From an optimization exercise on the open Yosys and OpenROAD flow, aimed at small area, a short achievable clock period and few clock cycles; shortcuts taken in it are not production practice. RTL that was checked went through simulation tests only; none was proved equivalent to the original. The RTL of runs 2 to 4 was laid out without a check of its function. Power is estimated from default activity; no workload was simulated.

==> flow/design.v <==
package shop_pkg;
	typedef logic [15:0] money_t;
	typedef logic [5:0]  item_num_t;
	typedef logic [11:0] exp_t;
	typedef logic [7:0]  user_id_t;
	typedef enum logic [1:0] {
		item_none,
		item_small,
		item_medium,
		item_large
	} item_id_e;
	typedef enum logic [1:0] {
		lvl_platinum = 2'd0,
		lvl_gold     = 2'd1,
		lvl_silver   = 2'd2,
		lvl_copper   = 2'd3
	} level_e;
	typedef enum logic [3:0] {
		act_none    = 4'd0,
		act_buy     = 4'd1,
		act_deposit = 4'd4
	} action_e;
	typedef enum logic [3:0] {
		no_err         = 4'd0,
		inv_not_enough = 4'd2,
		out_of_money   = 4'd3,
		inv_full       = 4'd4,
		wallet_full    = 4'd8
	} err_e;
	typedef struct packed {
		item_num_t large_num;
		item_num_t medium_num;
		item_num_t small_num;
		level_e    level;
		exp_t      exp;
	} shop_info_t;
	typedef struct packed {
		item_id_e  item_id;
		item_num_t item_num;
		user_id_t  seller_id;
	} shop_hist_t;
	typedef struct packed {
		money_t     money;
		shop_hist_t shop_history;
	} user_info_t;
	typedef struct packed {
		shop_info_t shop;
		user_info_t user;
	} account_t;
	typedef union packed {
		money_t money;
		struct packed {
			logic [7:0] pad;
			user_id_t   val;
		} id;
		struct packed {
			logic [11:0] pad;
			action_e     val;
		} action;
		struct packed {
			logic [13:0] pad;
			item_id_e    val;
		} item;
		struct packed {
			logic [9:0] pad;
			item_num_t  val;
		} count;
	} data_in_t;
	typedef enum logic [3:0] {
		s_idle,
		s_user_req,
		s_user_wait,
		s_input,
		s_seller_req,
		s_seller_wait,
		s_buy_calc,
		s_dep_calc,
		s_seller_wr,
		s_seller_wr_wait,
		s_user_wr,
		s_user_wr_wait,
		s_out
	} state_e;
	localparam money_t price_small  = 16'd100;
	localparam money_t price_medium = 16'd200;
	localparam money_t price_large  = 16'd300;
	localparam money_t fee_platinum = 16'd10;
	localparam money_t fee_gold     = 16'd30;
	localparam money_t fee_silver   = 16'd50;
	localparam money_t fee_copper   = 16'd70;
	localparam exp_t exp_small  = 12'd20;
	localparam exp_t exp_medium = 12'd40;
	localparam exp_t exp_large  = 12'd60;
	localparam exp_t exp_to_silver   = 12'd1000;
	localparam exp_t exp_to_gold     = 12'd2500;
	localparam exp_t exp_to_platinum = 12'd4000;
	localparam money_t money_max = 16'd65535;
	localparam int dram_word_bits = 64;
endpackage
`timescale 1ns/1ps
module cnt_mul
(
	input  logic [1:0] item,
	input  logic [5:0] cnt,
	output logic [7:0] nk      
);
	assign nk = (item[0] ? 8'(cnt) : 8'd0) + (item[1] ? 8'({cnt, 1'b0}) : 8'd0);
endmodule
module price_mul
(
	input  logic [7:0]  nk,
	output logic [14:2] pk,
	output logic [11:2] xk
);
	logic [12:0] pa, pb, pc, ps, pcy;
	assign pa  = 13'({nk, 4'd0});
	assign pb  = 13'({nk, 3'd0});
	assign pc  = 13'(nk);
	assign ps  = pa ^ pb ^ pc;
	assign pcy = (pa & pb) | (pa & pc) | (pb & pc);
	assign pk  = ps + {pcy[11:0], 1'b0};
	assign xk  = 10'({nk, 2'd0}) + 10'(nk);
endmodule
module fee_lut
(
	input  logic [1:0] level,
	output logic [6:0] fee_m2
);
	always_comb begin
		case (level)
			2'd0:    fee_m2 = 7'd8;
			2'd1:    fee_m2 = 7'd28;
			2'd2:    fee_m2 = 7'd48;
			default: fee_m2 = 7'd68;
		endcase
	end
endmodule
module money_sub
(
	input  logic [15:0] money,
	input  logic [16:0] opb,      
	input  logic [6:0]  fee_m2,
	input  logic        c9,       
	output logic [9:0]  lo,       
	output logic [16:9] hi
);
	logic [16:0] op_a, op_c, cs_s, cs_c;
	assign op_a = {1'b0, money};
	assign op_c = ~{10'd0, fee_m2};
	assign cs_s = op_a ^ opb ^ op_c;
	assign cs_c = (op_a & opb) | (op_a & op_c) | (opb & op_c);
	assign lo   = 10'(cs_s[8:0]) + 10'({cs_c[7:0], 1'b0});
	assign hi   = cs_s[16:9] + cs_c[15:8] + 8'(c9);
endmodule
module exp_upd
(
	input  logic [11:0] exp_in,
	input  logic [1:0]  lvl,
	input  logic [11:0] xk,
	output logic [11:0] exp_new,
	output logic [1:0]  lvl_new
);
	logic [12:0] e_sum;
	assign e_sum = 13'(exp_in) + 13'(xk);
	always_comb begin
		lvl_new = lvl;
		exp_new = e_sum[11:0];
		case (lvl)
			2'd3: if (e_sum >= 13'd1000) begin lvl_new = 2'd2; exp_new = 12'd0; end
			2'd2: if (e_sum >= 13'd2500) begin lvl_new = 2'd1; exp_new = 12'd0; end
			2'd1: if (e_sum >= 13'd4000) begin lvl_new = 2'd0; exp_new = 12'd0; end
			default: exp_new = 12'd0;
		endcase
	end
endmodule
module hold_add
(
	input  logic [17:0] holds,    
	input  logic [1:0]  item,
	input  logic [5:0]  cnt,
	output logic [6:0]  sum
);
	logic [5:0] h;
	always_comb begin
		case (item)
			2'd1:    h = holds[5:0];
			2'd2:    h = holds[11:6];
			2'd3:    h = holds[17:12];
			default: h = 6'd0;
		endcase
	end
	assign sum = 7'(h) + 7'(cnt);
endmodule
module hold_sub
(
	input  logic [17:0] holds,    
	input  logic [1:0]  item,
	input  logic [5:0]  cnt,
	output logic [5:0]  diff
);
	logic [5:0] h;
	always_comb begin
		case (item)
			2'd1:    h = holds[5:0];
			2'd2:    h = holds[11:6];
			2'd3:    h = holds[17:12];
			default: h = 6'd0;
		endcase
	end
	assign diff = h - cnt;
endmodule
module dep_add
(
	input  logic [15:0] money,
	input  logic [15:0] amount,
	output logic [16:0] sum
);
	assign sum = 17'(money) + 17'(amount);
endmodule
module sell_money
(
	input  logic [15:0] money,
	input  logic [14:0] pk,
	output logic [15:0] money_new
);
	logic [16:0] s;
	assign s = 17'(money) + 17'(pk);
	assign money_new = s[16] ? 16'hffff : s[15:0];
endmodule
module stock_chk
(
	input  logic [17:0] holds,    
	input  logic [1:0]  item,
	input  logic [5:0]  cnt,
	output logic        ok
);
	function automatic logic ge6(input logic [5:0] h, input logic [5:0] c);
		logic [5:0] eq;
		logic       g;
		eq = ~(h ^ c);
		g  = &eq;
		for (int i = 0; i < 6; i++) begin
			logic above;
			above = 1'b1;
			for (int j = i + 1; j < 6; j++)
				above = above & eq[j];
			g = g | (h[i] & ~c[i] & above);
		end
		ge6 = g;
	endfunction
	logic ge1, ge2, ge3;
	assign ge1 = ge6(holds[5:0],   cnt);
	assign ge2 = ge6(holds[11:6],  cnt);
	assign ge3 = ge6(holds[17:12], cnt);
	always_comb begin
		case (item)
			2'd1:    ok = ge1;
			2'd2:    ok = ge2;
			2'd3:    ok = ge3;
			default: ok = cnt == 6'd0;
		endcase
	end
endmodule
`timescale 1ns/1ps
module online_shop
(
	input  logic         clk,
	input  logic         inf,
	input  logic [15:0]  data_in,
	input  logic         id_valid,
	input  logic         act_valid,
	input  logic         item_valid,
	input  logic         num_valid,
	input  logic         amnt_valid,
	input  logic         c_out_valid,
	input  logic [63:0]  c_data_r,
	output logic         c_in_valid,
	output logic         c_r_wb,
	output logic [7:0]   c_addr,
	output logic [63:0]  c_data_w,
	output logic         out_valid,
	output logic [3:0]   err_msg,
	output logic         complete,
	output logic [31:0]  out_info
);
	localparam int IDLE  = 0;   
	localparam int UREQ  = 1;   
	localparam int UWAIT = 2;   
	localparam int HAVEU = 3;   
	localparam int DCALC = 4;   
	localparam int SREQ  = 5;   
	localparam int SWAIT = 6;   
	localparam int WREQ  = 7;   
	localparam int WWAIT = 8;   
	localparam int SERR  = 9;   
	localparam int NST   = 10;
	logic [NST-1:0] st;
	logic [NST-1:0] nst;
	logic           pend;
	logic           can_req;
	logic [7:0]  uid;
	logic [7:0]  sid;
	logic [7:0]  xin;       
	logic        got_sid;
	logic        got_amt;
	logic [14:2] pkr;       
	logic        sdone;     
	logic        fail;      
	logic [11:0] xk;        
	logic [63:0] wbuf;
	logic [63:0] sbuf;
	logic        inv_full_q;
	logic        req;
	logic        rd;
	logic [7:0]  addr_n;
	logic        ovld;
	logic [3:0]  err_n;
	wire [1:0] item = xin[7:6];
	wire [5:0] cnt  = xin[5:0];
	assign c_data_w = wbuf;
	assign out_info = {mreg[15:0], xin[7:0], sid};
	always_ff @(posedge clk or negedge inf) begin
		if (!inf)
			pend <= 1'b0;
		else
			pend <= c_in_valid || (pend && !c_out_valid);
	end
	assign can_req = !c_in_valid && (!pend || c_out_valid);
	logic req_q;
	assign c_in_valid = req_q || st[WREQ];
	always_ff @(posedge clk) begin
		if (id_valid && st[IDLE])
			uid <= data_in[7:0];
		if (st[DCALC])
			{xin[7:0], sid} <= {ua_dep[7:0], ua_dep[15:8]};
		else if (fail)
			{xin[7:0], sid} <= 16'd0;
		else begin
			if ((id_valid && !st[IDLE]) || amnt_valid)
				sid <= data_in[7:0];
			if (amnt_valid)
				xin <= data_in[15:8];
			if (num_valid)
				xin[5:0] <= data_in[5:0];
			if (item_valid)
				xin[7:6] <= data_in[1:0];
		end
		if (id_valid && st[IDLE]) begin
			got_sid <= 1'b0;
			got_amt <= 1'b0;
		end else begin
			if (id_valid)
				got_sid <= 1'b1;
			if (amnt_valid)
				got_amt <= 1'b1;
		end
	end
	logic [7:0]  nk;
	logic [7:0]  nk_n;
	logic [14:2] pk_n;
	logic [11:2] xk_n;
	cnt_mul u_cnt_mul (.item(item), .cnt(data_in[5:0]), .nk(nk_n));
	price_mul u_price_mul (.nk(nk), .pk(pk_n), .xk(xk_n));
	always_ff @(posedge clk) begin
		if (num_valid)
			nk <= nk_n;
		pkr <= pk_n;
		xk <= {xk_n, 2'b00};
	end
	logic [63:0] ua, sa, ra;
	assign ua = {wbuf[39:32], wbuf[47:40], wbuf[55:48], wbuf[63:56],
	             wbuf[7:0],   wbuf[15:8],  wbuf[23:16], wbuf[31:24]};
	assign sa = {sbuf[39:32], sbuf[47:40], sbuf[55:48], sbuf[63:56],
	             sbuf[7:0],   sbuf[15:8],  sbuf[23:16], sbuf[31:24]};
	assign ra = {c_data_r[39:32], c_data_r[47:40], c_data_r[55:48], c_data_r[63:56],
	             c_data_r[7:0],   c_data_r[15:8],  c_data_r[23:16], c_data_r[31:24]};
	logic [6:0]  fee_m2;
	logic [9:0]  m_lo;      
	logic [16:9] m_hi;      
	logic        c9_q;      
	logic [16:0] mreg;      
	logic        money_low;
	logic        mwb;       
	logic [11:0] exp_new;
	logic [1:0]  lvl_new;
	logic [6:0]  u_hsum;
	logic        inv_full;
	logic [63:0] ua_buy, ua_buy_w;
	fee_lut   u_fee  (.level(ua[45:44]), .fee_m2(fee_m2));
	money_sub u_msub (.money(ua[31:16]), .opb(~{2'b00, pkr, 2'b00}), .fee_m2(fee_m2), .c9(c9_q),
	                  .lo(m_lo), .hi(m_hi));
	assign money_low = mwb ? m_hi[16] : mreg[16];
	exp_upd   u_exp  (.exp_in(ua[43:32]), .lvl(ua[45:44]), .xk(xk), .exp_new(exp_new), .lvl_new(lvl_new));
	hold_add  u_uadd (.holds(ua[63:46]), .item(item), .cnt(cnt), .sum(u_hsum));
	assign inv_full = u_hsum[6];
	always_comb begin
		ua_buy = ua;
		case (item)
			2'd1: ua_buy[51:46] = u_hsum[5:0];
			2'd2: ua_buy[57:52] = u_hsum[5:0];
			2'd3: ua_buy[63:58] = u_hsum[5:0];
			default: ;
		endcase
		ua_buy[45:44] = lvl_new;
		ua_buy[43:32] = exp_new;
		ua_buy[15:0]  = {item, cnt, sid};
	end
	assign ua_buy_w = {ua_buy[39:32], ua_buy[47:40], ua_buy[55:48], ua_buy[63:56],
	                   ua_buy[7:0],   ua_buy[15:8],  ua_buy[23:16], ua_buy[31:24]};
	logic [16:0] d_sum;
	logic        ovf;
	logic [63:0] ua_dep;
	dep_add u_dep (.money(ua[31:16]), .amount({xin, sid}), .sum(d_sum));
	assign ovf    = d_sum[16];
	assign ua_dep = {wbuf[63:16], d_sum[7:0], d_sum[15:8]};
	logic [15:0] s_money;
	logic [5:0]  s_hdiff;
	logic [63:0] sa_new, sa_new_w;
	sell_money u_smon (.money(sa[31:16]), .pk({pkr, 2'b00}), .money_new(s_money));
	hold_sub   u_ssub (.holds(sa[63:46]), .item(item), .cnt(cnt), .diff(s_hdiff));
	always_comb begin
		sa_new = sa;
		case (item)
			2'd1: sa_new[51:46] = s_hdiff;
			2'd2: sa_new[57:52] = s_hdiff;
			2'd3: sa_new[63:58] = s_hdiff;
			default: ;
		endcase
		sa_new[31:16] = s_money;
	end
	assign sa_new_w = {sa_new[39:32], sa_new[47:40], sa_new[55:48], sa_new[63:56],
	                   sa_new[7:0],   sa_new[15:8],  sa_new[23:16], sa_new[31:24]};
	logic stock_ok;
	stock_chk u_stock (.holds(ra[63:46]), .item(item), .cnt(cnt), .ok(stock_ok));
	logic [3:0] buy_err;
	logic stock_ok_q;
	always_ff @(posedge clk)
		stock_ok_q <= stock_ok;
	assign buy_err  = inv_full_q ? 4'd4 : !stock_ok_q ? 4'd2 : mreg[16] ? 4'd3 : 4'd0;
	logic u_go, sid_now, amt_now, buy_ok, u_req;
	always_ff @(posedge clk or negedge inf) begin
		if (!inf)
			sdone <= 1'b0;
		else
			sdone <= st[SWAIT] && c_out_valid;
	end
	assign fail = st[SERR] || (sdone && !st[WREQ]);
	assign u_go    = st[HAVEU] || (st[UWAIT] && c_out_valid);
	assign sid_now = got_sid || id_valid;
	assign amt_now = got_amt || amnt_valid;
	assign buy_ok  = !inv_full_q && !money_low && stock_ok;
	assign u_req   = ((st[IDLE] && id_valid) || st[UREQ]) && can_req;
	always_comb begin
		nst[IDLE]  = (st[IDLE] && !id_valid) || (st[DCALC] && !ovf) || fail || (st[WWAIT] && c_out_valid);
		nst[UREQ]  = ((st[IDLE] && id_valid) || st[UREQ]) && !can_req;
		nst[UWAIT] = u_req || (st[UWAIT] && !c_out_valid);
		nst[HAVEU] = u_go && !sid_now && !amt_now;
		nst[DCALC] = u_go && !sid_now && amt_now;
		nst[SREQ]  = u_go && sid_now;
		nst[SWAIT] = st[SREQ] || (st[SWAIT] && !c_out_valid);
		nst[WREQ]  = st[SWAIT] && c_out_valid && buy_ok;
		nst[SERR]  = st[DCALC] && ovf;
		nst[WWAIT] = st[WREQ] || (st[WWAIT] && !c_out_valid);
		req  = u_req || nst[SREQ] || (st[DCALC] && !ovf) || (st[WWAIT] && c_out_valid);
		ovld = (st[DCALC] && !ovf) || fail || (st[WWAIT] && c_out_valid);
		rd   = st[IDLE] || st[UREQ] || st[UWAIT] || st[HAVEU];
		err_n = !fail ? 4'd0 : st[SERR] ? 4'd8 : buy_err;
		if (st[IDLE])
			addr_n = data_in[7:0];
		else if (st[UWAIT] || st[HAVEU])
			addr_n = id_valid ? data_in[7:0] : sid;
		else if (st[WREQ] || st[WWAIT])
			addr_n = sid;
		else
			addr_n = uid;
	end
	always_ff @(posedge clk or negedge inf) begin
		if (!inf) begin
			st         <= NST'(1) << IDLE;
			req_q      <= 1'b0;
			out_valid  <= 1'b0;
		end else begin
			st         <= nst;
			req_q      <= req;
			out_valid  <= ovld;
		end
	end
	always_ff @(posedge clk) begin
		c_r_wb   <= rd;
		c_addr   <= addr_n;
		err_msg  <= err_n;
		complete <= (err_n == 4'd0);
	end
	always_ff @(posedge clk) begin
		if (st[UWAIT])
			wbuf <= c_data_r;
		else if (st[SREQ])
			wbuf <= ua_buy_w;
		else if (mwb)
			{wbuf[7:0], wbuf[15:8]} <= {m_hi[15:9], mreg[8:0]};
		else if (st[DCALC])
			wbuf <= ua_dep;
		else if (st[WREQ])
			wbuf <= sa_new_w;
		sbuf <= c_data_r;
		mwb  <= st[SREQ];
		if (st[SREQ])
			c9_q <= m_lo[9];
		if (st[SREQ])
			mreg[8:0] <= m_lo[8:0];
		else if (st[DCALC] || fail)
			mreg[8:0] <= 9'd0;
		if (mwb)
			mreg[16:9] <= m_hi;
		else if (st[DCALC] || fail)
			mreg[16:9] <= 8'd0;
		if (st[SREQ])
			inv_full_q <= inv_full;
	end
endmodule
==> flow/flow/run.sh <==
#!/bin/bash
# Own flow: the standard layout (standard.sh, unchanged synthesis and steps) with two
# extra ORFS settings passed on make's command line:
#  - port buffers are buf_1 cells instead of the default delay-buffer cells;
set -euo pipefail
cd "$(dirname "$0")/.."
bash standard.sh \
  "BUFFER_PORTS_ARGS=-buffer_cell sky130_fd_sc_hd__buf_1" \
  SETUP_SLACK_MARGIN=5.8 \
  finish > flow_make.log 2>&1
==> flow/standard.sh <==
#!/bin/bash
# synth_recipe.tcl (not shown) runs the flow's synth.tcl, then flattens the netlist and writes it again
# the make line also repeats each setting of config.mk as NAME=value (left out here)
make -C /OpenROAD-flow-scripts/flow DESIGN_CONFIG=/design/flow/config.mk WORK_HOME=/design/flow/orfs CLKGATE_MAP_FILE= SYNTH_SCRIPT=/design/flow/synth_recipe.tcl "${@:-finish}"
==> flow/config.mk <==
export PLATFORM = sky130hd
export DESIGN_NAME = online_shop
export DESIGN_NICKNAME = online_shop
export VERILOG_FILES = /design/flow/design.v
export SDC_FILE = /design/flow/constraint.sdc
export NUM_CORES = 4
export LEC_CHECK = 0
export CAP_MARGIN = 20
export CORE_MARGIN = 2
export CORE_UTILIZATION = 60
export CTS_CLUSTER_DIAMETER = 100
export CTS_CLUSTER_SIZE = 20
export SLEW_MARGIN = 20
==> flow/constraint.sdc <==
create_clock -name core_clock -period 9.0 [get_ports {clk}]
set_input_delay 1.8000 -clock core_clock [delete_from_list [all_inputs] [get_ports {clk}]]
set_output_delay 1.8000 -clock core_clock [all_outputs]
set_load 0.01 [all_outputs]
==> impl_metrics.tcl, run 1 <==
set metrics [dict create \
    path_max_fanout 2 \
    rrSetupSlack_ns 5.91 \
    p_total_mw 5.72 \
    ctsHoldBuffers 0 \
    remaining_drc_errors 0 \
    core_mm2 0.0212 \
    max-vdd-ir-drop_uv 262 \
    hold_ws_ns 0.422 \
    cts_made_buffers 15 \
    clk_latency_ns 0.52 \
    synth.yosys.warnings 6 \
    layout-drive-gt1-share_pct 7.84 \
    antenna_left 0 \
    holdPathStages 1 \
    synth_edf_count 115 \
    cp-end-kind "output pin" \
    holdCritStartpoint "got_amt" \
    grt_overflow_total 0 \
    critPathLaunch "wbuf[1]" \
    yosysMostFrequentCell "ha_1" \
    cp_data_arrival_time_ns 1.35 \
    finish.cell_count_without_fillers 1742 \
    clk_path_buf_depth 3 \
    netlist.area_leader.share_pct 26.5 \
    p_leak_nw 6.07 \
    cts_num_sinks 232 \
    powerDensity_mw_per_mm2 389 \
    cp-start-kind "register" \
    worst_slew_margin_rel_pct 33.4 \
    ys_ff_latch 232 \
    num_io_pins 200 \
    die_w_um 151 \
    yosysSeqAreaShare_pct 45.0 \
    cp-endpoint "c_data_w[1]" \
    worst-path-stages 3 \
    pre_cts_ws_ns 5.29 \
    rsz0062_at_grt "no" \
    tritoncts "done" \
    clk_pin_slew_ns 0.09 \
    wl_mm 34.9 \
    grt_pass1_vias 9673 \
    cts-htree-levels 1 \
    rr_startpoint "wbuf[52]" \
    max_stage_delay_ns 0.42 \
    hpwl_mm 26.0 \
    via_per_inst 5.80 \
    grt_first_pass_wirelength_mm 52.4 \
    rows 53 \
    slowest_stage "edfxtp_1" \
    vias 10100 \
    critPathBufInv 3 \
    yosysTopAreaCell "edfxtp_1" \
    syn_nets 1489 \
    nets 1681 \
    synth_ff_type "edfxtp_1" \
    crit_chain "buf_4, buf_4, buf_1" \
    period_needed_ns 3.15 \
    syn_avg_cell_area_um2 10.3 \
    status "finished clean" \
    gp_congestion 0.935 \
    start_util_pct 61.6 \
    area_growth_pct 12.6 \
    r2r-end "c9_q" \
    synth_common_cells "ha_1, edfxtp_1, dfxtp_1, inv_1, o21ai_0" \
    synthArstFlopShare_pct 6.03 \
    cpMostUsedCell "buf_4" \
    dp.cells 1696 \
    setup_viol 0 \
    synth_area_leaders "edfxtp_1, dfxtp_1, ha_1, o21ai_0, inv_1" \
    die_h_um 151 \
    grt_max_degree 80 \
    worstSetupPathType "reg -> out" \
    synth_area_mm2 0.0130 \
    antenna_found_initial 0 \
    grt_usage_pct 30.1 \
    finClkSkew_ns 0.0476 \
    hold_viol_final 0 \
    slew_viol_final 0 \
    finalSetupTns_ns 0 \
    min_path_type "reg -> reg" \
    drt-initial-drc-count 678 \
    wl_per_cell_um 20.1 \
    r2r_cells 12 \
    first_pass_iters 5 \
    period_share_pct 35.0 \
    io_buffer_count 198 \
    antenna_cells 0 \
    tightest_slew_ns 0.993 \
    root_buffer "clkbuf_16" \
    drv_cap 0 \
    path_delay_family "flip-flops" \
    crit_required_ns 7.20 \
    max_freq_mhz 318 \
    yosysUniqueCellTypes 74 \
    die_area_mm2 0.0229 \
    fin_ws_ns 5.85 \
    synth_cells 1266 \
]
[repair_timing]
action                     4_1_cts  5_1_grt
pin swaps                        0        4
setup buffers                    3       16
setup endpoints to repair       10       37
gates cloned                     0        1
gates resized for setup          9       26
[registers in the layout (all words and copies together) (netlist names), 10 cells and up]
signal  flops
wbuf       64
pkr        13
mreg       17
sbuf       64
st         10
[routing by layer]
| metal | vias to the layer above | track usage [%] | routed length (um) |
|---|---|---|---|
| met5 | - | 0 | 0 |
| li1 | 4909 | - | - |
| met1 | 4801 | 41.9 | 15300 |
| met2 | 337 | 50.0 | 16200 |
| met4 | 0 | 8.88 | 924 |
| met3 | 54 | 3.19 | 2440 |
[kinds of logic after synthesis]
kind of cell	Yosys count	synth area share, %
and+or+nand+nor	277	10.1
xor gates and xnor gates	58	3.90
AOI/OAI and AO/OA	366	18.6
muxes	41	3.26
adders and majority gates	135	14.0
buffers and inverters	157	5.11
DFF	232	45.0
[stage by stage]
step	utilization (%)	instance area, um2
global placement	66.0	14000
finish	69.4	14700
detailed placement	66.0	14000
CTS	68.3	14500
floorplan	-	13100
global route	69.4	14700
[area by class of cell]
| cell class | instances | area, um2 |
|---|---|---|
| Sequential cell | 232 | 5870 |
| Clock inverter | 2 | 17.5 |
| Timing Repair Buffer | 232 | 1050 |
| Inverter | 100 | 375 |
| Tap cell | 275 | 344 |
| Fill cell | 1710 | 6470 |
| Multi-Input combinational cell | 877 | 6620 |
| Clock buffer | 24 | 409 |
[placed cells by master (no fill, tap or decap), types with 10 or more instances in the layout]
cell	netlist	final
and2_1	19	19
nand2_1	83	83
o21ai_0	91	88
o21a_1	20	20
a21oi_1	73	65
edfxtp_1	115	115
fa_1	18	16
buf_1	5	195
xor2_1	22	22
mux2i_1	29	29
dfrtp_1	13	10
nand2b_1	17	17
buf_4	18	30
o21bai_1	12	12
ha_1	117	114
mux2_2	12	12
nor2b_1	18	18
a211oi_1	14	14
o21ai_1	9	12
nor3_1	13	13
a22o_1	19	18
nor2_1	81	81
xnor2_1	36	35
inv_1	98	97
a22oi_1	15	13
nand3_1	14	14
o21ai_2	12	12
clkbuf_16	0	16
dfxtp_1	103	103
o31ai_1	11	10
a21o_1	28	28
[worst min-delay path by stage]
| stage | to |
|---|---|
| finish | st[3] |
| CTS | st[3] |
| global placement | st[3] |
| floorplan | st[3] |
| detailed placement | st[3] |
| global route | st[3] |
[report_power, final]
group          total (mW)  internal [mW]  switching, mW
Sequential           1.77           1.53          0.237
Combinational        3.26           1.35           1.91
Clock               0.689          0.319          0.370
Total                5.72           3.20           2.52
Testbench counts, summed over its fixed seeds: cycles 28,975.
==> run 2, diff against run 1 <==
--- a/flow/design.v
+++ b/flow/design.v
@@ -248,18 +248,16 @@
 		end
 		ge6 = g;
 	endfunction
-	logic ge1, ge2, ge3;
-	assign ge1 = ge6(holds[5:0],   cnt);
-	assign ge2 = ge6(holds[11:6],  cnt);
-	assign ge3 = ge6(holds[17:12], cnt);
+	logic [5:0] h;
 	always_comb begin
 		case (item)
-			2'd1:    ok = ge1;
-			2'd2:    ok = ge2;
-			2'd3:    ok = ge3;
-			default: ok = cnt == 6'd0;
+			2'd1:    h = holds[5:0];
+			2'd2:    h = holds[11:6];
+			2'd3:    h = holds[17:12];
+			default: h = 6'd0;
 		endcase
 	end
+	assign ok = ge6(h, cnt);
 endmodule
 `timescale 1ns/1ps
 module online_shop
--- a/flow/config.mk
+++ b/flow/config.mk
@@ -7,7 +7,7 @@
 export LEC_CHECK = 0
 export CAP_MARGIN = 20
 export CORE_MARGIN = 2
-export CORE_UTILIZATION = 60
+export CORE_UTILIZATION = 50
 export CTS_CLUSTER_DIAMETER = 100
 export CTS_CLUSTER_SIZE = 20
 export SLEW_MARGIN = 20
==> run 2 against run 1 <==
Against the previous run: global-route usage shrank 4.1 points; sequential power is essentially flat; routed wire length rose by 6.2%; clock power fell by 1%; highest routed layer unchanged; flip-flop and latch count unchanged; non-clock buffer count is 4 lower; critical endpoint is now out_info[14]; critical path depth fell by 1; maximum frequency decreased by 1.5%; die area is 20% higher; first-iteration DRC count rose by 20%; register-to-register slack about the same.
==> impl_metrics.tcl, run 2 <==
set metrics [dict create \
    crit_chain "clkbuf_8, buf_1" \
    intPower_mw 3.15 \
    path_delay_family "buffers and inverters" \
    slowest_stage "edfxtp_1" \
    netlist.area_leader.share_pct 26.3 \
    p_comb_share_pct 56.8 \
    cp_data_arrival_time_ns 1.39 \
    clockPowerShare_pct 12.0 \
    gp_congestion 0.859 \
    p_leak_nw 6.07 \
    wl_per_cell_um 20.5 \
    crit_required_ns 7.20 \
    antenna_found_initial 1 \
    yosysTopAreaCell "edfxtp_1" \
    worst_slew_margin_rel_pct 31.4 \
    die_h_um 166 \
    root_buffer "clkbuf_16" \
    synth_common_cells "edfxtp_1, nand2_1, ha_1, dfxtp_1, inv_1" \
    die_w_um 166 \
    top_regs "sbuf (64), wbuf (64), mreg (17)" \
    rows 59 \
    yosysMostFrequentCell "edfxtp_1" \
    cts_num_sinks 232 \
    area_growth_pct 13.4 \
    grt_first_pass_wirelength_mm 56.2 \
    clk_path_buf_depth 3 \
    synth_ff_type "edfxtp_1" \
    drv_cap 0 \
    status "finished clean" \
    layout-drive-gt1-share_pct 8.41 \
    nets 1678 \
    drt-initial-drc-count 815 \
    clk_latency_ns 0.50 \
    slew_viol_final 0 \
    hold_viol_final 0 \
    max_freq_mhz 313 \
    via_per_inst 5.69 \
    min_path_type "reg -> reg" \
    finalSetupTns_ns 0 \
    grt_usage_pct 26.1 \
    yosysSeqAreaShare_pct 44.8 \
    period_share_pct 35.5 \
    rsz0062_at_grt "yes" \
    synth_edf_count 115 \
    synth_area_mm2 0.0131 \
    tightest_slew_ns 1.03 \
    num_io_pins 200 \
    switchingPower_mw 2.51 \
    grt_pass1_vias 9937 \
    synthArstFlopShare_pct 6.03 \
    multi_input_area_mm2 0.00672 \
    setup_viol 0 \
    regArea_mm2 0.00587 \
    wl_mm 37.1 \
    synth_area_leaders "edfxtp_1, dfxtp_1, ha_1, o21ai_0, nand2_1" \
    finClkSkew_ns 0.0175 \
    grt_overflow_total 0 \
    worstSetupPathType "reg -> out" \
    cp-start-kind "register" \
    mostFrequentLayoutCells "buf_1, edfxtp_1, nand2_1, ha_1, inv_1" \
    die_area_mm2 0.0275 \
    synth_cells 1283 \
    cp-end-kind "output pin" \
    power_frac_seq_pct 31.2 \
    ys_ff_latch 232 \
    grt_max_degree 65 \
    cts-htree-levels 1 \
    p_total_mw 5.66 \
    antenna_left 0 \
    max_stage_delay_ns 0.38 \
    hpwl_mm 26.8 \
    path_max_fanout 33 \
    start_util_pct 50.6 \
    core_mm2 0.0259 \
    period_needed_ns 3.19 \
    yosysUniqueCellTypes 82 \
    netSwitchingFraction_pct 44.3 \
    final_common_cell "buf_1" \
    remaining_drc_errors 0 \
    clk_pin_slew_ns 0.08 \
    synth.yosys.warnings 6 \
    fill_cells 2293 \
    syn_nets 1494 \
    syn_avg_cell_area_um2 10.2 \
    max-vdd-ir-drop_uv 185 \
    powerDensity_mw_per_mm2 381 \
    tritoncts "done" \
    critPathBufInv 2 \
    cts_made_buffers 15 \
    first_pass_iters 7 \
    io_buffer_count 198 \
    vias 10300 \
]
==> run 2: changes by cell type after synthesis, sizes merged, moves of 8 or more <==
cell   before  now
nand2      83  107
o21a       21    5
o21ai     112   97
ha        117  105
a21oi      73   63
nor2b      19   27
o31ai      11   19
==> run 2: layer usage <==
layer	share of wire [%]	global-route usage [%]	vias up
li1	-	-	4938
met1	45	36.7	4940
met2	46	41.8	363
met3	6.5	4.29	61
met4	2.6	7.37	0
met5	0	0	-
==> run 2: cell families (layout without fill, tap and decap cells) <==
kind of cell,Yosys count,after routing,share of synthesized area [%]
DFF,232,232,44.8
and+or+nand+nor,320,320,11.7
muxes,45,45,3.62
AOI/OAI and AO/OA,340,340,18.0
adders and majority gates,123,123,12.8
other,0,1,0
buffers and inverters,165,356,5.23
xor gates and xnor gates,58,58,3.93
==> run 2: area by class of cell <==
cell class | instances | share of cell area (%)
antenna | 1 | 0.0168
sequential | 232 | 39.5
timing repair buffer | 228 | 7.05
clock buffer | 23 | 2.73
multi-input combinational | 886 | 45.2
tap | 335 | 2.82
inverter | 104 | 2.63
clock inverter | 1 | 0.0589
==> run 2: worst paths after layout <==
check / cells after the start / end / startpoint / slack (ns)
worst max-delay path: 2 / out_info[14] / xin[6] / 5.81
worst min-delay path: 1 / st[3] / got_amt / 0.43
worst max register to register: 11 / req_q / wbuf[8] / 5.91
min in group asynchronous: 1 / st[6] / inf / 1.36
worst min register to register: 1 / st[3] / got_amt / 0.43
max in group asynchronous: 1 / st[2] / inf / 7.08
==> run 2: power groups by stage <==
| stage | logic [mW] | clock network (mW) | registers (mW) |
|---|---|---|---|
| floorplan | 2.22 | 0 | 1.75 |
| global placement | 2.93 | 0 | 1.80 |
| detailed placement | 2.99 | 0 | 1.80 |
| CTS | 3.05 | 0.691 | 1.78 |
| global route | 3.58 | 0.721 | 1.80 |
| finish | 3.22 | 0.681 | 1.77 |
==> run 2: stage by stage <==
stage	cells	area, um2	setup slack, ns	utilization (%)	hold slack [ns]
after floorplan	1283	13100	5.71	-	0.393
after global placement	1765	14100	5.24	54.3	0.401
after detailed placement	1765	14100	5.19	54.3	0.410
after CTS	1793	14600	5.79	56.2	0.423
after global routing	1810	14900	5.75	57.4	0.435
final	1810	14900	5.81	57.4	0.425
==> run 2: what timing repair did <==
item                                    4_1_cts  5_1_grt
hold buffers                                  0        0
buffers inserted                              4       14
gates cloned                                  0        2
pin swaps                                     3        7
resized for setup                            17       28
endpoints found under the setup margin       27       39
==> run 3, diff against run 2 <==
--- a/flow/design.v
+++ b/flow/design.v
@@ -248,16 +248,18 @@
 		end
 		ge6 = g;
 	endfunction
-	logic [5:0] h;
+	logic ge1, ge2, ge3;
+	assign ge1 = ge6(holds[5:0],   cnt);
+	assign ge2 = ge6(holds[11:6],  cnt);
+	assign ge3 = ge6(holds[17:12], cnt);
 	always_comb begin
 		case (item)
-			2'd1:    h = holds[5:0];
-			2'd2:    h = holds[11:6];
-			2'd3:    h = holds[17:12];
-			default: h = 6'd0;
+			2'd1:    ok = ge1;
+			2'd2:    ok = ge2;
+			2'd3:    ok = ge3;
+			default: ok = cnt == 6'd0;
 		endcase
 	end
-	assign ok = ge6(h, cnt);
 endmodule
 `timescale 1ns/1ps
 module online_shop
@@ -301,7 +303,7 @@
 	logic [7:0]  xin;       
 	logic        got_sid;
 	logic        got_amt;
-	logic [14:2] pkr;       
+	logic [16:0] opb;       
 	logic        sdone;     
 	logic        fail;      
 	logic [11:0] xk;        
@@ -334,10 +336,8 @@
 		else if (fail)
 			{xin[7:0], sid} <= 16'd0;
 		else begin
-			if ((id_valid && !st[IDLE]) || amnt_valid)
+			if (id_valid && !st[IDLE])
 				sid <= data_in[7:0];
-			if (amnt_valid)
-				xin <= data_in[15:8];
 			if (num_valid)
 				xin[5:0] <= data_in[5:0];
 			if (item_valid)
@@ -362,7 +362,10 @@
 	always_ff @(posedge clk) begin
 		if (num_valid)
 			nk <= nk_n;
-		pkr <= pk_n;
+		if (amnt_valid)
+			opb <= {1'b0, data_in};
+		else if (!got_amt)
+			opb <= ~{2'b00, pk_n, 2'b00};
 		xk <= {xk_n, 2'b00};
 	end
 	logic [63:0] ua, sa, ra;
@@ -385,7 +388,7 @@
 	logic        inv_full;
 	logic [63:0] ua_buy, ua_buy_w;
 	fee_lut   u_fee  (.level(ua[45:44]), .fee_m2(fee_m2));
-	money_sub u_msub (.money(ua[31:16]), .opb(~{2'b00, pkr, 2'b00}), .fee_m2(fee_m2), .c9(c9_q),
+	money_sub u_msub (.money(ua[31:16]), .opb(opb), .fee_m2(fee_m2), .c9(c9_q),
 	                  .lo(m_lo), .hi(m_hi));
 	assign money_low = mwb ? m_hi[16] : mreg[16];
 	exp_upd   u_exp  (.exp_in(ua[43:32]), .lvl(ua[45:44]), .xk(xk), .exp_new(exp_new), .lvl_new(lvl_new));
@@ -408,13 +411,13 @@
 	logic [16:0] d_sum;
 	logic        ovf;
 	logic [63:0] ua_dep;
-	dep_add u_dep (.money(ua[31:16]), .amount({xin, sid}), .sum(d_sum));
+	dep_add u_dep (.money(ua[31:16]), .amount(opb[15:0]), .sum(d_sum));
 	assign ovf    = d_sum[16];
 	assign ua_dep = {wbuf[63:16], d_sum[7:0], d_sum[15:8]};
 	logic [15:0] s_money;
 	logic [5:0]  s_hdiff;
 	logic [63:0] sa_new, sa_new_w;
-	sell_money u_smon (.money(sa[31:16]), .pk({pkr, 2'b00}), .money_new(s_money));
+	sell_money u_smon (.money(sa[31:16]), .pk(~opb[14:0]), .money_new(s_money));
 	hold_sub   u_ssub (.holds(sa[63:46]), .item(item), .cnt(cnt), .diff(s_hdiff));
 	always_comb begin
 		sa_new = sa;
==> run 3 against run 2 <==
Against the previous run: still clean on timing, DRC and antenna; power is 4.6% lower; flip-flop and latch count up 6; utilization increased by 0.72 points; cell area grew 5.3%; synthesized cell count increased by 4.2%; register-to-register slack worse by 0.03 ns; clock skew grew 0.0059 ns; largest power group unchanged.
==> impl_metrics.tcl, run 3 <==
set metrics [dict create \
    drv_cap 0 \
    grt_usage_pct 25.6 \
    rows 60 \
    slew_viol_final 0 \
    dp.cells 1828 \
    vias 10600 \
    finClkSkew_ns 0.0233 \
    root_buffer "clkbuf_16" \
    slowest_stage "edfxtp_1" \
    synth_edf_count 131 \
    clk_latency_ns 0.51 \
    nets 1757 \
    ys_ff_latch 238 \
    yosysMostFrequentCell "inv_1" \
    stdcell_area_mm2 0.0157 \
    num_io_pins 200 \
    cpMostUsedCell "buf_4" \
    drt-initial-drc-count 895 \
    finalSetupTns_ns 0 \
    antenna_left 0 \
    mostFrequentLayoutCells "buf_1, inv_1, edfxtp_1, ha_1, dfxtp_1" \
    cts_num_sinks 238 \
    cp_data_arrival_time_ns 1.37 \
    grt_overflow_total 0 \
    yosysUniqueCellTypes 76 \
    finish.cell_count_without_fillers 1879 \
    cts_made_buffers 16 \
    grt_max_degree 71 \
    remaining_drc_errors 0 \
    hold_viol_final 0 \
    core_mm2 0.0270 \
    pre_cts_ws_ns 5.17 \
    max_stage_delay_ns 0.43 \
    fill_cells 2381 \
    die_area_mm2 0.0288 \
    crit_chain "buf_4, buf_4, buf_1" \
    hpwl_mm 28.0 \
    crit_required_ns 7.20 \
    grt_pass1_vias 10200 \
    cp-start-kind "register" \
    via_per_inst 5.64 \
    tightest_slew_ns 1.04 \
    gp_congestion 0.901 \
    utilization_pct 58.1 \
    area_growth_pct 14.2 \
    start_util_pct 50.9 \
    antenna_cells 0 \
    critPathBufInv 3 \
    period_share_pct 35.3 \
    path_max_fanout 3 \
    synthArstFlopShare_pct 5.88 \
    min_path_type "reg -> reg" \
    status "finished clean" \
    p_total_mw 5.41 \
    synth.yosys.warnings 6 \
    p_leak_nw 6.41 \
    die_h_um 170 \
    powerDensity_mw_per_mm2 345 \
    synth_area_mm2 0.0137 \
    netlist.area_leader.share_pct 28.7 \
    syn_avg_cell_area_um2 10.3 \
    top_regs "sbuf (64), wbuf (64)" \
    max-vdd-ir-drop_uv 192 \
    yosysSeqAreaShare_pct 44.9 \
    layout-drive-gt1-share_pct 9.10 \
    synth_ff_type "edfxtp_1" \
    die_w_um 170 \
    cts-htree-levels 1 \
    setup_viol 0 \
    wl_per_cell_um 20.1 \
    final_common_cell "buf_1" \
    path_delay_family "buffers and inverters" \
    clk_pin_slew_ns 0.09 \
    yosysTopAreaCell "edfxtp_1" \
    cp-end-kind "output pin" \
    first_pass_iters 6 \
    syn_nets 1566 \
    hold_ws_ns 0.463 \
    io_buffer_count 198 \
    synth_area_leaders "edfxtp_1, dfxtp_1, ha_1, inv_1, o21ai_0" \
    wl_mm 37.7 \
    place_area_mm2 0.0147 \
    rsz0062_at_grt "yes" \
    clk_path_buf_depth 3 \
    period_needed_ns 3.17 \
    worstSetupPathType "reg -> out" \
    worst_slew_margin_rel_pct 30.3 \
    fin_ws_ns 5.83 \
    synth_common_cells "inv_1, edfxtp_1, ha_1, dfxtp_1, o21ai_0" \
    antenna_found_initial 0 \
    ctsHoldBuffers 0 \
    tritoncts "done" \
    max_freq_mhz 315 \
    grt_first_pass_wirelength_mm 56.5 \
    synth_cells 1337 \
]
[run 3: what timing repair did]
| action | 4_1_cts | 5_1_grt |
|---|---|---|
| setup buffers | 5 | 16 |
| cloned | 0 | 2 |
| setup endpoints to repair | 81 | 43 |
| resized for setup | 19 | 45 |
| pin swaps | 2 | 14 |
[run 3: worst paths after layout]
kind | start | to | slack [ns] | cells past startpoint
setup / recovery | wbuf[53] | c_data_w[53] | 5.83 | 3
hold / removal | st[1] | c_r_wb | 0.46 | 2
setup reg to reg | wbuf[53] | mreg[8] | 5.88 | 13
hold reg to reg | st[1] | c_r_wb | 0.46 | 2
max in group asynchronous | inf | st[2] | 7.08 | 1
min in group asynchronous | inf | st[4] | 1.35 | 1
[run 3: per-layer routing]
metal	track usage, %	part of all wire [%]	vias to the layer above
met2	44.5	48	318
met3	2.82	5.6	61
met1	34.1	44	5061
met4	6.95	2.7	0
li1	-	-	5157
met5	0	0	-
[run 3: logic make-up (layout without fill, tap and decap cells)]
logic type	count (synthesis)	in the layout	share of synthesized area, %
flip-flops	238	238	44.9
AO/OA/AOI/OAI	380	380	18.3
XOR/XNOR	63	63	4.03
buffers and inverters	197	398	5.99
adder cells (fa/ha/maj)	141	141	13.9
multiplexers	38	38	2.91
AND/OR/NAND/NOR	280	280	9.96
[run 3: report_power, final]
part / internal (mW) / switching [mW]
sequential: 1.53 / 0.216
clock: 0.357 / 0.389
combinational: 1.20 / 1.72
total: 3.08 / 2.32
[run 3: area by class of cell]
type,count,area (um2),area share [%]
multi-input combinational,902,7010,44.8
sequential,238,6150,39.3
timing repair buffer,234,1060,6.75
inverter,136,515,3.29
clock buffer,25,455,2.91
tap,341,427,2.73
clock inverter,3,32.5,0.208
[run 3: worst register-to-register path, stage by stage (launching register included)]
cell and delay [ns]:
edfxtp_1 0.43, buf_4 0.17, ha_4 0.19, nor2_1 0.15, fa_1 0.46, ha_1 0.30, a21o_1 0.20, a21oi_2 0.18
o21bai_1 0.13, a21oi_2 0.18, o21bai_1 0.09, a21oi_1 0.16, xnor2_1 0.09, and2_1 0.16
==> run 4, diff against run 3 <==
--- a/flow/design.v
+++ b/flow/design.v
@@ -235,17 +235,10 @@
 	output logic        ok
 );
 	function automatic logic ge6(input logic [5:0] h, input logic [5:0] c);
-		logic [5:0] eq;
-		logic       g;
-		eq = ~(h ^ c);
-		g  = &eq;
-		for (int i = 0; i < 6; i++) begin
-			logic above;
-			above = 1'b1;
-			for (int j = i + 1; j < 6; j++)
-				above = above & eq[j];
-			g = g | (h[i] & ~c[i] & above);
-		end
+		logic g;
+		g = 1'b1;
+		for (int i = 0; i < 6; i++)
+			g = (h[i] & ~c[i]) | ((h[i] | ~c[i]) & g);
 		ge6 = g;
 	endfunction
 	logic ge1, ge2, ge3;
==> run 4 against run 3 <==
Against the previous run: critical path type is now in -> reg; clock skew grew 0.011 ns; highest routed layer is now met5; routed wire length grew 0.34%; synthesized cell count is essentially flat; flip-flop and latch count is the same; maximum frequency shrank 6.7%; non-clock buffer count grew 9; cell area shrank 0.97%; sequential power is essentially flat; critical endpoint is now stock_ok_q; still clean; register-to-register slack is essentially flat.
==> impl_metrics.tcl, run 4 <==
set metrics [dict create \
    status "finished clean" \
    root_buffer "clkbuf_16" \
    grt-busiest-layer "met2" \
    hold_viol_final 0 \
    grt_util_met3_pct 3.58 \
    worstSetupPathType "in -> reg" \
    drv_cap 0 \
    grt_first_pass_wirelength_mm 58.4 \
    via_per_inst 5.61 \
    power_frac_seq_pct 31.3 \
    synth_area_leaders "edfxtp_1, dfxtp_1, ha_1, inv_1, o21ai_0" \
    multi_input_area_mm2 0.00684 \
    cp-end-kind "register" \
    clk_path_buf_depth 3 \
    core_mm2 0.0267 \
    top_regs "sbuf (64), wbuf (64)" \
    area_growth_pct 14.6 \
    die_w_um 168 \
    min_path_type "reg -> reg" \
    antenna_left 0 \
    mostFrequentLayoutCells "buf_1, edfxtp_1, inv_1, ha_1, nand2_1" \
    wl_per_cell_um 20.1 \
    hpwl_mm 28.2 \
    met2_usage_pct 45.1 \
    cts-htree-levels 1 \
    die_area_mm2 0.0284 \
    p_leak_nw 6.34 \
    grt_max_degree 73 \
    final_common_cell "buf_1" \
    powerDensity_mw_per_mm2 365 \
    period_share_pct 37.8 \
    die_h_um 168 \
    finalSetupTns_ns 0 \
    grt_pass1_vias 10400 \
    clockPowerShare_pct 13.5 \
    finClkSkew_ns 0.0340 \
    gp_congestion 0.871 \
    fill_cells 2423 \
    yosysTopAreaCell "edfxtp_1" \
    cts_made_buffers 16 \
    synth_common_cells "edfxtp_1, inv_1, ha_1, nand2_1, dfxtp_1" \
    synth_edf_count 131 \
    slew_viol_final 0 \
    yosysMostFrequentCell "edfxtp_1" \
    cp_data_arrival_time_ns 3.78 \
    synth.yosys.warnings 6 \
    io_buffer_count 198 \
    tightest_slew_ns 1.04 \
    ys_ff_latch 238 \
    grt_usage_pct 26.4 \
    synth_cells 1336 \
    wl_mm 37.8 \
    synth_area_mm2 0.0135 \
    setup_viol 0 \
    regArea_mm2 0.00615 \
    synthArstFlopShare_pct 5.88 \
    first_pass_iters 5 \
    remaining_drc_errors 0 \
    syn_nets 1547 \
    period_needed_ns 3.40 \
    num_io_pins 200 \
    p_total_mw 5.66 \
    grt_overflow_total 0 \
    nets 1742 \
    antenna_found_initial 2 \
    met1_usage_pct 35.7 \
    clk_latency_ns 0.51 \
    max-vdd-ir-drop_uv 201 \
    netSwitchingFraction_pct 43.8 \
    holdPathStages 2 \
    switchingPower_mw 2.47 \
    rsz0062_at_grt "yes" \
    layout-drive-gt1-share_pct 9.15 \
    synth_ff_type "edfxtp_1" \
    syn_avg_cell_area_um2 10.1 \
    cp-start-kind "primary input" \
    p_comb_share_pct 55.2 \
    yosysUniqueCellTypes 79 \
    max_freq_mhz 294 \
    tritoncts "done" \
    r2r_cells 11 \
    crit_required_ns 9.38 \
    vias 10600 \
    start_util_pct 50.6 \
    rows 60 \
    cts_num_sinks 238 \
    drt-initial-drc-count 703 \
    path_max_fanout 2 \
    yosysSeqAreaShare_pct 45.4 \
    hold_ws_ns 0.439 \
    worst_slew_margin_rel_pct 30.1 \
    netlist.area_leader.share_pct 29.1 \
    clk_pin_slew_ns 0.09 \
    intPower_mw 3.18 \
]
==> run 4: cell types whose count changed in the layout (fill, tap and decap cells not counted), moves of 8 or more <==
cell	previous run	this run
nand2_1	89	97
o21ai_1	16	4
a22oi_1	20	10
a2bb2oi_1	11	2
o22ai_1	6	15
nor3_1	12	22
ha_1	112	101
buf_4	32	41
inv_1	134	123
nor2_1	69	91
==> run 4: worst max-delay path, stage by stage <==
cell	delay, ns
buf_6	0.09
nand2b_4	0.12
maj3_2	0.29
maj3_2	0.30
maj3_2	0.29
maj3_2	0.30
maj3_2	0.32
o211ai_4	0.19
nor2_1	0.07
==> run 4: what timing repair did <==
| action | CTS | global route |
|---|---|---|
| gates resized for setup | 16 | 40 |
| endpoints found under the setup margin | 43 | 39 |
| pin swaps | 5 | 12 |
| cloned | 0 | 1 |
| setup buffers | 12 | 19 |
| hold buffers | 0 | 0 |
==> run 4: final timing paths <==
path	start	endpoint	slack (ns)
worst max-delay path	c_data_r[54]	stock_ok_q	5.60
max in group asynchronous	inf	st[2]	7.06
min in group asynchronous	inf	sdone	1.35
worst min register to register	stock_ok_q	err_msg[0]	0.44
worst min-delay path	stock_ok_q	err_msg[0]	0.44
worst max register to register	opb[0]	wbuf[14]	5.87
==> run 4: logic make-up (layout without fill, tap and decap cells) <==
logic type / Yosys count / after routing / share of synthesized area [%]
xor gates and xnor gates: 61 / 61 / 3.95
muxes: 39 / 39 / 3.03
buffers and inverters: 191 / 396 / 5.74
AOI/OAI and AO/OA: 352 / 352 / 17.3
other: 0 / 1 / 0
DFF: 238 / 238 / 45.4
adders and majority gates: 133 / 133 / 13.2
and+or+nand+nor: 322 / 322 / 11.3
==> run 4: through the flow <==
step / util [%] / instances / worst slack [ns] / instance area, um2
2_1_floorplan: - / 1336 / 5.29 / 13500
3_3_place_gp: 54.3 / 1822 / 5.03 / 14500
3_5_place_dp: 54.3 / 1822 / 5.02 / 14500
4_1_cts: 56.8 / 1862 / 5.61 / 15200
5_1_grt: 58.0 / 1882 / 5.55 / 15500
6_report: 58.0 / 1883 / 5.60 / 15500
==> run 4: power by group through the flow <==
stage               Clock, mW  Combinational, mW  Sequential (mW)
finish                  0.764               3.12             1.77
global route            0.814               3.48             1.80
CTS                     0.781               2.97             1.77
detailed placement          0               2.87             1.80
global placement            0               2.83             1.80
floorplan                   0               2.08             1.76
==> run 4: routing by layer <==
layer	routed length, um	up-vias
met5	11	-
met3	2090	55
met1	16900	5070
met2	17900	315
met4	947	2
li1	-	5128
==> run 4: layout make-up <==
cell class / instances / area share, %
repair buffers: 243 / 7.13
multi-input cells: 907 / 44.1
inverters: 125 / 3.03
well taps: 341 / 2.75
flip-flops and latches: 238 / 39.7
clock buffers: 27 / 3.18
diodes: 1 / 0.0161
clock inverters: 1 / 0.105

-- afterwards: timing with drivers on the ports --
The flow's constraints put no driver on any port. The routed layouts listed below were extracted and timed again, unchanged, in two steps. Step 1: set_driving_cell puts a clkbuf_16 on clk and a buf_2 on each other input, an assumption about the parent block. Step 2 times the ports against the registers' clock, not the clock port: input delays grow and output delays shrink by t, the midpoint of the rising clock arrivals with the driver on. Slacks: ideal / step 1 / step 2; pairs: ideal / step 1.
run	t, ns	setup slack, ns	pins driven straight from the clock port
run 1	0.540	5.854 / 5.807 / 5.387	1
run 2	0.538	5.806 / 5.755 / 5.286	1
run 3	0.544	5.827 / 5.778 / 5.340	1
run 4	0.540	5.599 / 5.612 / 5.072	1
After both steps setup and hold are still met in every run listed. For run 4, which loses most, drivers alone change the setup slack by +0.013 ns; drivers and shift together by -0.527 ns.
